Context: an optimization exercise on an open-source flow, tuned for small area. The choices shown serve that exercise and are no tape-out recipe.
Where RTL was checked, it was by simulation tests only, not by an equivalence proof against the original.
Function not checked in run 1: the RTL went through the layout flow alone.
Power and IR drop assume default switching activity.

<file path="design/flow/constraint.sdc">
create_clock -name core_clock -period 6.0 [get_ports {clk_i}]
set_input_delay 1.2000 -clock core_clock [delete_from_list [all_inputs] [get_ports {clk_i}]]
set_output_delay 1.2000 -clock core_clock [all_outputs]
set_load 0.01 [all_outputs]
</file>
<file path="design/flow/flow/run.sh">
#!/bin/bash
# Standard ORFS layout, but the port buffers use the plain smallest buffer
# (buffer_ports otherwise picks the weakest-drive buffer, a large delay cell).
set -euo pipefail
export BUFFER_PORTS_ARGS="-buffer_cell sky130_fd_sc_hd__buf_1"
bash standard.sh > standard.log 2>&1
</file>
<file path="design/flow/standard.sh">
#!/bin/bash
# synth_recipe.tcl (not shown) runs the flow's synth.tcl, then flattens the netlist and writes it again
# the make line also repeats each setting of config.mk as NAME=value (left out here)
make -C /OpenROAD-flow-scripts/flow DESIGN_CONFIG=/design/flow/config.mk WORK_HOME=/design/flow/orfs CLKGATE_MAP_FILE= SYNTH_SCRIPT=/design/flow/synth_recipe.tcl "${@:-finish}"
</file>
<file path="design/flow/config.mk">
export PLATFORM = sky130hd
export DESIGN_NAME = safe_bus_fabric
export DESIGN_NICKNAME = safe_bus_fabric
export VERILOG_FILES = /design/flow/design.v
export SDC_FILE = /design/flow/constraint.sdc
export NUM_CORES = 4
export LEC_CHECK = 0
export CAP_MARGIN = 20
export CORE_MARGIN = 2
export CORE_UTILIZATION = 40
export SLEW_MARGIN = 20
</file>
<file path="design/flow/design.v">
`timescale 1ns/1ps
package safe_mode_pkg;
  typedef enum logic [1:0] {
    MODE_INDEP = 2'd0,
    MODE_TMR   = 2'd1,
    MODE_DMR   = 2'd2
  } fabric_mode_e;
  typedef logic [$clog2(3)-1:0] hart_idx_t;
endpackage
`timescale 1ns/1ps
package safe_bus_pkg;
  typedef logic [32-1:0] addr_t;
  typedef logic [32-1:0] data_t;
  typedef enum logic {
    OP_READ  = 1'b0,
    OP_WRITE = 1'b1
  } bus_op_e;
endpackage
`timescale 1ns/1ps
module safe_bus_fabric (
  input  logic         clk_i,
  input  logic         rst_ni,
  input  logic [2:0]   core_req_i,
  input  logic [2:0]   core_op_i,
  input  logic [95:0]  core_addr_i,
  input  logic [95:0]  core_wdata_i,
  output logic [2:0]   core_gnt_o,
  output logic [2:0]   core_rvalid_o,
  output logic [95:0]  core_rdata_o,
  output logic [2:0]   mem_req_o,
  output logic [2:0]   mem_op_o,
  output logic [95:0]  mem_addr_o,
  output logic [95:0]  mem_wdata_o,
  input  logic [2:0]   mem_gnt_i,
  input  logic [2:0]   mem_rvalid_i,
  input  logic [95:0]  mem_rdata_i,
  input  logic [1:0]   mode_req_i,
  input  logic [1:0]   master_req_i,
  input  logic [2:0]   sleep_i,
  output logic [1:0]   mode_o,
  output logic [1:0]   master_o,
  output logic         tmr_error_o,
  output logic         dmr_error_o
);
  localparam logic [31:0] WFI_INSN = 32'h1050_0073;
  logic [1:0]  mode_q;      
  logic [1:0]  master_q;    
  logic        dmr1_q;      
  logic        fill_q;      
  logic        park_q;      
  logic        v0_q, v1_q;  
  logic [65:0] s0_req_q, s1_req_q;
  logic [33:0] s0_rsp_q, s1_rsp_q;
  logic tmr, dmr, indep;
  logic [2:0] m, p, k;   
  assign tmr   = mode_q[0];
  assign dmr   = mode_q[1];
  assign indep = ~mode_q[0] & ~mode_q[1];
  assign m = {master_q[1], master_q[0], ~master_q[1] & ~master_q[0]};
  assign p = {m[1], m[0], m[2]};
  assign k = {m[0], m[2], m[1]};
  logic [65:0] word [3];
  logic [65:0] maj;
  logic [65:0] mem_word [3];
  for (genvar i = 0; i < 3; i++) begin : gen_word
    assign word[i] = {core_req_i[i], core_op_i[i], core_addr_i[32*i +: 32], core_wdata_i[32*i +: 32]};
  end
  assign maj = (word[0] & word[1]) | (word[0] & word[2]) | (word[1] & word[2]);
  for (genvar i = 0; i < 3; i++) begin : gen_mem
    logic sel_own, sel_vote;
    assign sel_own  = indep | (dmr & m[i]);
    assign sel_vote = tmr & m[i];
    assign mem_word[i] = ({66{sel_own}} & word[i]) | ({66{sel_vote}} & maj);
    assign mem_req_o[i]           = mem_word[i][65];
    assign mem_op_o[i]            = mem_word[i][64];
    assign mem_addr_o[32*i +: 32]  = mem_word[i][63:32];
    assign mem_wdata_o[32*i +: 32] = mem_word[i][31:0];
  end
  logic [33:0] rsp [3];
  logic [33:0] rsp_m;
  logic [33:0] s1_rsp;
  for (genvar i = 0; i < 3; i++) begin : gen_rsp
    assign rsp[i] = {mem_gnt_i[i], mem_rvalid_i[i], mem_rdata_i[32*i +: 32]};
  end
  assign rsp_m = ({34{m[0]}} & rsp[0]) | ({34{m[1]}} & rsp[1]) | ({34{m[2]}} & rsp[2]);
  for (genvar i = 0; i < 3; i++) begin : gen_core
    logic        sel_own, sel_dly, sel_park;
    logic [33:0] park, out;
    assign sel_own  = indep | (dmr & m[i]);
    assign sel_dly  = dmr & p[i] & v1_q;
    assign sel_park = dmr & k[i];
    assign park = {core_req_i[i], park_q, WFI_INSN};
    assign out  = ({34{sel_own}} & rsp[i]) | ({34{tmr}} & rsp_m)
                | ({34{sel_dly}} & s1_rsp_q) | ({34{sel_park}} & park);
    assign core_gnt_o[i]            = out[33];
    assign core_rvalid_o[i]         = out[32];
    assign core_rdata_o[32*i +: 32] = out[31:0];
  end
  logic [65:0] word_p;
  logic        tmr_mismatch, dmr_mismatch;
  assign tmr_mismatch = |((word[0] | word[1] | word[2]) & ~(word[0] & word[1] & word[2]));
  assign tmr_error_o  = tmr & tmr_mismatch;
  assign word_p = ({66{p[0]}} & word[0]) | ({66{p[1]}} & word[1]) | ({66{p[2]}} & word[2]);
  assign dmr_mismatch = (word_p != s1_req_q);
  assign dmr_error_o  = dmr & fill_q & dmr_mismatch;
  assign mode_o   = mode_q;
  assign master_o = master_q;
  always_ff @(posedge clk_i or negedge rst_ni) begin
    if (!rst_ni) begin
      mode_q   <= 2'd0;
      master_q <= 2'd0;
      dmr1_q   <= 1'b0;
      fill_q   <= 1'b0;
      park_q   <= 1'b0;
      v0_q     <= 1'b0;
      v1_q     <= 1'b0;
    end else begin
      if (&sleep_i) begin
        if (mode_req_i != 2'd3)   mode_q   <= mode_req_i;
        if (master_req_i != 2'd3) master_q <= master_req_i;
      end
      dmr1_q <= dmr;
      fill_q <= dmr & dmr1_q;
      park_q <= dmr & |(k & core_req_i);
      if (dmr) begin
        v0_q <= 1'b1;
        v1_q <= v0_q;
      end
    end
  end
  always_ff @(posedge clk_i) begin
    s0_req_q <= mem_word[0] | mem_word[1] | mem_word[2];
    s1_req_q <= s0_req_q;
  end
  always_ff @(posedge clk_i) begin
    if (dmr) begin
      s0_rsp_q <= rsp_m;
      s1_rsp_q <= s0_rsp_q;
    end
  end
endmodule
</file>
==> results.cfg, run 1 <==
[yosys]
yosys_warnings = 4
synthSimpleGateAreaFrac = 0.224
synthCells = 1485
seq_area_frac_synth = 0.372
synth_fa_ha_area_frac = 0.0455
muxShareOfSynthArea = 0.00161
synthXorXnorAreaFrac = 0.0186
synth_top_family_by_area = compound AO/OA/AOI/OAI gates
ys_types = 41
synth-compound-area-share = 0.299
avgSynthCellArea_um2 = 8.88
synth.cell_area_mm2 = 0.0132
synth_nets = 1794
ys_ff_latch = 209

[routing]
wire_per_inst_um = 25.5
dr.pass1.iters = 7
dr_wl_met3_um = 5950
drt_iter0_markers = 1436
ant_nets = 0
drt_drc_violations_left = 0
met2_wirelength_um = 30600
wirelength_met1_um = 24700
routed_wl_um = 63600
num_vias = 15700
viasPerCell = 6.30
routed.top_layer = met4

[grt]
grt_pass1_wl_um = 89900
grt.total_usage = 0.344
antenna_found_initial = 4
grt_overflow = 0
grt_pass1_vias = 14300
grt_max_degree = 77

[finish]
fin_nets = 2339
drive_gt1_frac = 0.0440
finish.utilization = 0.510
syn2layout_area_growth_pct = 25.8
layout_commonest_cell = buf_1
layout_common_cells = buf_1, a22o_1, nand2_1, a22oi_1, dfxtp_1
design_area_mm2 = 0.0166
finalNonFillerCells = 2494

[run_status]
status = finished clean

[die]
dieArea_mm2 = 0.0344
fp.dieH_um = 186
dieWidth_um = 186
core_area_mm2 = 0.0325
start_util = 0.405
top_level_ports = 615
rows = 66

[sta]
setup_ws_ns = 0.781
slew_violations = 0
min_period_ns = 5.22
setup_tns_ns = 0
finClkSkew_ns = 0.0118
report.final.hold_viol_count = 0
fin_hold_ws_ns = 0.318
rsz0062_at_grt = no
timing.fmax_ghz = 0.192
finalSetupViolCount = 0
post-route-period-util = 0.870
slew_headroom = 0.235
worst_slew_pin_slew_ns = 1.15

[clock_tree]
cts_sinks = 209
clk_pin_slew_worst_paths_ns = 0.07
cts_tree = done
root_buffer = clkbuf_16
postCtsSetupRepairBufs = 0
cts_hold_buf = 0
cts_buffers = 23
post_cts_resized = 0
cts-htree-levels = 1
clockBufferDepth = 3
clk_latency_ns = 0.51

[placement]
preCtsSetupSlack_ns = 1.33
dp_hpwl_um = 47200
place.gp.congestion = 0.941
portBuffers = 614
place_area_mm2 = 0.0158
placedCellCount = 2447

[setup_path]
critPathRequiredTime_ns = 4.80
startpoint_type = register
crit_type = register to output pin
critPathArrivalTime_ns = 4.02
cp_max_fo = 69
worstSetupEndpointType = output pin

[pwr]
seq_power_share = 0.329
power_frac_clock = 0.213
power.leakage_nw = 6.29
power.density_mw_per_mm2 = 404
irDropWorstVdd_v = 0.000201
switchingPower_mw = 2.86
p_comb_frac = 0.458
internal_power_mw = 3.84
power_mw = 6.70
swShare = 0.427

[worst_hold_path]
hold_class = register to register

[flow_run]
cap_violations = 0
-- power groups by stage --
stage	clock [mW]	combinational (mW)	sequential, mW
after global routing	1.50	3.27	2.25
after global placement	0	3.00	2.21
after floorplan	0	1.88	2.09
after detailed placement	0	3.01	2.22
final	1.43	3.07	2.21
after CTS	1.45	3.03	2.20
-- Yosys cell counts, drive strengths merged --
master	count	area, um2
a21oi	66	330
a221oi	18	158
a222oi	4	40.0
a22o	226	1980
a22oi	155	1160
a2bb2oi	1	8.76
a31oi	1	6.26
a32oi	1	8.76
and2	6	37.5
and3	80	500
buf	44	245
clkbuf	69	259
dfrtp	9	225
dfxtp	132	2640
edfxtp	68	2040
inv	1	3.75
maj3	60	601
mux2	1	11.3
mux2i	1	10.0
nand2	211	792
nand3	35	175
nand4	13	81.3
nor2	20	75.1
nor3	58	290
nor4	10	62.6
nor4b	19	179
o21ai	8	40.0
o21bai	1	7.51
o221ai	1	8.76
o22ai	30	188
o31a	1	8.76
or2	1	6.26
or3	68	425
or3b	38	333
xor2	28	245
-- state kept, by name (all words and copies together) (netlist names) --
name	flops
fill_q	1
master_q	2
s0_req_q	66
s1_req_q	66
dmr1_q	1
v0_q	1
park_q	1
mode_q	2
s1_rsp_q	34
v1_q	1
s0_rsp_q	34
-- path summary, 6_finish.rpt --
| check | start | to | slack, ns | cells past startpoint |
|---|---|---|---|---|
| hold reg to reg | s0_req_q[29]$_DFF_P_ | s1_req_q[29]$_DFF_P_ | 0.32 | 0 |
| setup reg to reg | master_q[0]$_DFFE_PN0P_ | s0_req_q[49]$_DFF_P_ | 2.62 | 5 |
| min in group asynchronous | rst_ni | park_q$_DFF_PN0_ | 0.67 | 1 |
| hold / removal | s0_req_q[29]$_DFF_P_ | s1_req_q[29]$_DFF_P_ | 0.32 | 0 |
| setup / recovery | master_q[1]$_DFFE_PN0P_ | core_gnt_o[1] | 0.78 | 7 |
| max in group asynchronous | rst_ni | master_q[0]$_DFFE_PN0P_ | 4.86 | 1 |
-- kinds of logic (layout without fill, tap and decap cells) --
group	count (synthesis)	in the layout
and+or+nand+nor	559	559
AOI/OAI and AO/OA	513	513
DFF	209	209
buffers and inverters	114	675
adders and majority gates	60	60
xor gates and xnor gates	28	28
muxes	2	2
other	0	6
-- critical path, cell delays in order, from the launching register on --
cell,delay [ns]
dfrtp_4,0.77
nor2_4,0.54
buf_12,0.37
and3_1,0.98
buf_4,0.36
a222oi_1,0.11
nand2_1,0.12
buf_1,0.21
-- final cells by class --
type	instances	area, um2
clock buffer	35	724
antenna	6	15.0
inverter	1	3.75
tap	442	553
multi-input combinational	1162	7820
timing repair buffer	633	2520
clock inverter	6	38.8
sequential	209	4920
fill	3293	15900
-- routing by layer --
| layer | vias up | global-route usage |
|---|---|---|
| met2 | 1004 | 0.589 |
| li1 | 6995 | - |
| met3 | 129 | 0.0626 |
| met4 | 0 | 0.120 |
| met5 | - | 0 |
| met1 | 7589 | 0.434 |
==> run 2, diff against run 1 <==
--- a/design/flow/design.v
+++ b/design/flow/design.v
@@ -98,7 +98,7 @@
   end
   logic [65:0] word_p;
   logic        tmr_mismatch, dmr_mismatch;
-  assign tmr_mismatch = |((word[0] | word[1] | word[2]) & ~(word[0] & word[1] & word[2]));
+  assign tmr_mismatch = (word[0] != word[1]) || (word[1] != word[2]);
   assign tmr_error_o  = tmr & tmr_mismatch;
   assign word_p = ({66{p[0]}} & word[0]) | ({66{p[1]}} & word[1]) | ({66{p[2]}} & word[2]);
   assign dmr_mismatch = (word_p != s1_req_q);
==> design/flow/run.sh (new file) <==
#!/bin/bash
# synth_recipe.tcl (not shown) runs the flow's synth.tcl, then flattens the netlist and writes it again
# the make line also repeats each setting of config.mk as NAME=value (left out here)
make -C /OpenROAD-flow-scripts/flow DESIGN_CONFIG=/design/flow/config.mk WORK_HOME=/design/flow/orfs CLKGATE_MAP_FILE= SYNTH_SCRIPT=/design/flow/synth_recipe.tcl finish
removed: design/flow/flow/run.sh
removed: design/flow/standard.sh
==> run 2 against run 1 <==
Net effect:
- combinational power grew 32%
- power grew 16%
- area after synthesis grew 5.7%
- cell area grew 29%
- sequential share of layout area shrank 6.6 points
- non-clock buffer count grew 13
- critical path type is now primary input to output pin
- still clean on timing, DRC and antenna
- clock skew grew 0.0022 ns
- sequential power is essentially flat
- register-to-register slack is essentially flat
==> results.cfg, run 2 <==
[sta]
setup_tns_ns = 0
slew_violations = 0
slew_headroom = 0.244
min_period_ns = 5.62
report.final.hold_viol_count = 0
timing.fmax_ghz = 0.178
finClkSkew_ns = 0.0141
worst_slew_pin_slew_ns = 1.13
finalSetupViolCount = 0
rsz0062_at_grt = no
post-route-period-util = 0.936

[yosys]
synth_top_cell_area_share = 0.190
ys_types = 39
synthCells = 1673
ys_top_cells_by_area = dfxtp_1, edfxtp_1, ha_1
ys_ff_latch = 209
avgSynthCellArea_um2 = 8.33
synth_edf_count = 68
yosys_warnings = 4
synth.most_common_cell = nand2_1
synth_nets = 2114
synth.cell_area_mm2 = 0.0139
seq_area_frac_synth = 0.352
synth_area_leader_cell = dfxtp_1
yosys_most_used_dff = dfxtp_1
async_reset_ff_frac = 0.0431
synthTopCellsByCount = nand2_1, o21ai_0, a22oi_1

[grt]
antenna_found_initial = 10
grt_overflow = 0
grt.total_usage = 0.384
grt-busiest-layer = met2
grt_pass1_wl_um = 105000
grt_pass1_vias = 15800
grt_max_degree = 78
globalRouteMet3Util = 0.0758
grtUsageMet2 = 0.647
globalRouteMet1Util = 0.481

[routing]
dr.pass1.iters = 8
routed_wl_um = 73400
wire_per_inst_um = 27.0
drt_iter0_markers = 1878
ant_nets = 0
num_vias = 16800
viasPerCell = 6.18
drt_drc_violations_left = 0

[setup_path]
critPathArrivalTime_ns = 4.42
path_common_cell = clkdlybuf4s50_1
cp_max_fo = 4
worstSetupEndpointType = output pin
crit_family = simple AND/OR/NAND/NOR gates
critPathRequiredTime_ns = 4.80
cpPeakStageDelay_ns = 0.67
crit_chain = clkdlybuf4s50_1, ha_1, nor4_1, nand4_1, or4_1, o31a_1, clkdlybuf4s50_1
crit_type = primary input to output pin
crit_slowest_cell = nor4_1
path_buf_inv = 2
startpoint_type = primary input

[clock_tree]
cts_hold_buf = 0
cts_tree = done
postCtsSetupRepairBufs = 0
post_cts_resized = 0
clk_pin_slew_worst_paths_ns = 0.06
clk_latency_ns = 0.53
cts_buffers = 25
clockBufferDepth = 3
cts-htree-levels = 1
root_buffer = clkbuf_16
cts_sinks = 209

[finish]
layout_commonest_cell = clkdlybuf4s50_1
largest_registers = s0_req_q x66, s1_req_q x66
fin_nets = 2674
design_area_mm2 = 0.0214
syn2layout_area_growth_pct = 53.4
layout_common_cells = clkdlybuf4s50_1, nand2_1, o21ai_0, a22oi_1
drive_gt1_frac = 0.0493

[worst_hold_path]
hold_class = register to register

[pwr]
power_frac_clock = 0.201
internal_power_mw = 4.67
p_comb_frac = 0.520
swShare = 0.402
power.leakage_nw = 8.52
seq_power_share = 0.279
power.density_mw_per_mm2 = 365
switchingPower_mw = 3.14
irDropWorstVdd_v = 0.000218

[run_status]
status = finished clean

[placement]
portBuffers = 614
place.gp.congestion = 0.953
dp_hpwl_um = 54900
place_area_mm2 = 0.0205

[die]
core_area_mm2 = 0.0345
top_level_ports = 615
dieArea_mm2 = 0.0364
start_util = 0.405
fp.dieH_um = 191
rows = 68
dieWidth_um = 191

[flow_run]
cap_violations = 0
run 2: changes by cell type after synthesis, moves of 7 or more:
cell | previous run | this run
a22o_1 | 226 | 28
o21ai_0 | 7 | 198
nand2_1 | 211 | 400
ha_1 | 0 | 132
a211oi_1 | 0 | 66
maj3_1 | 60 | 0
and3_1 | 80 | 22
nor3_1 | 58 | 0
o22ai_1 | 30 | 0
nor4_1 | 10 | 36
buf_2 | 22 | 30
nor2_1 | 20 | 13
run 2: cell type report:
| type | instances | area (um2) |
|---|---|---|
| multi-input cells | 1350 | 8570 |
| clock buffers | 28 | 667 |
| flip-flops and latches | 209 | 4920 |
| repair buffers | 646 | 6450 |
| well taps | 455 | 569 |
| diodes | 9 | 22.5 |
| fillers | 2987 | 13100 |
| inverters | 1 | 3.75 |
| clock inverters | 17 | 179 |
run 2: final timing paths:
| kind | start | endpoint | slack, ns | cells past startpoint |
|---|---|---|---|---|
| max reg2reg | master_q[1]$_DFFE_PN0P_ | s0_req_q[6]$_DFF_P_ | 2.63 | 7 |
| max in group asynchronous | rst_ni | master_q[1]$_DFFE_PN0P_ | 4.69 | 1 |
| min | s0_req_q[38]$_DFF_P_ | s1_req_q[38]$_DFF_P_ | 0.32 | 0 |
| max | core_wdata_i[70] | tmr_error_o | 0.38 | 7 |
| min in group asynchronous | rst_ni | dmr1_q$_DFF_PN0_ | 0.98 | 1 |
| min reg2reg | s0_req_q[38]$_DFF_P_ | s1_req_q[38]$_DFF_P_ | 0.32 | 0 |
run 2: through the flow:
stage                     hold slack, ns   util  total power, mW  instances  setup WS (ns)
after CTS                          0.323  0.620             7.75       2706          0.453
after global routing               0.322  0.621             8.11       2714          0.318
after floorplan                    0.310      -             3.87       1673           1.42
after global placement             0.310  0.595             6.15       2661          0.430
after detailed placement           0.312  0.595             6.16       2661          0.412
final                              0.322  0.621             7.80       2715          0.381
run 2: cell families after synthesis:
kind of cell | Yosys count | share of synthesized area
and+or+nand+nor | 651 | 0.227
muxes | 2 | 0.00153
buffers and inverters | 114 | 0.0363
AOI/OAI and AO/OA | 537 | 0.247
xor gates and xnor gates | 28 | 0.0176
DFF | 209 | 0.352
adders and majority gates | 132 | 0.118
run 2: power by group through the flow:
stage,registers (mW),clock network [mW],logic (mW)
detailed placement,2.19,0,3.96
floorplan,2.08,0,1.79
global placement,2.18,0,3.97
global route,2.21,1.64,4.26
CTS,2.17,1.58,4.00
finish,2.18,1.57,4.05
run 2: layer usage:
| layer | part of all wire | up-vias |
|---|---|---|
| met5 | 0.00034 | - |
| met4 | 0.042 | 4 |
| met3 | 0.10 | 186 |
| met2 | 0.47 | 1161 |
| met1 | 0.38 | 7976 |
| li1 | - | 7457 |

what the ideal ports hide:
Ports are ideal in the flow. The routed layouts listed here were re-timed in OpenROAD.
Step 1 sets driving cells, clkbuf_16 on the clock port and buf_2 on the other inputs (assumed; they add their load-dependent delay and slew).
Step 2, shift: input delay + t, output delay - t, t = (earliest + latest rising clock arrival at the registers) / 2. This alone moves slack from input paths to output paths.
a / b / c = ideal / step 1 / step 2; a / b = the first two.
| run | shift t [ns] | setup WS [ns] | latest minus earliest clock arrival (ns) | worst data-port slew with drivers (ns) |
|---|---|---|---|---|
| run 1 | 0.557 | 0.781 / 0.727 / 1.284 | 0.012 / 0.012 | 0.11 |
| run 2 | 0.579 | 0.381 / 0.345 / 0.345 | 0.015 / 0.016 | 0.12 |
After both steps every run listed still meets setup and hold. For run 2, which loses most, drivers alone change the setup slack by -0.036 ns; drivers and shift together by -0.036 ns.
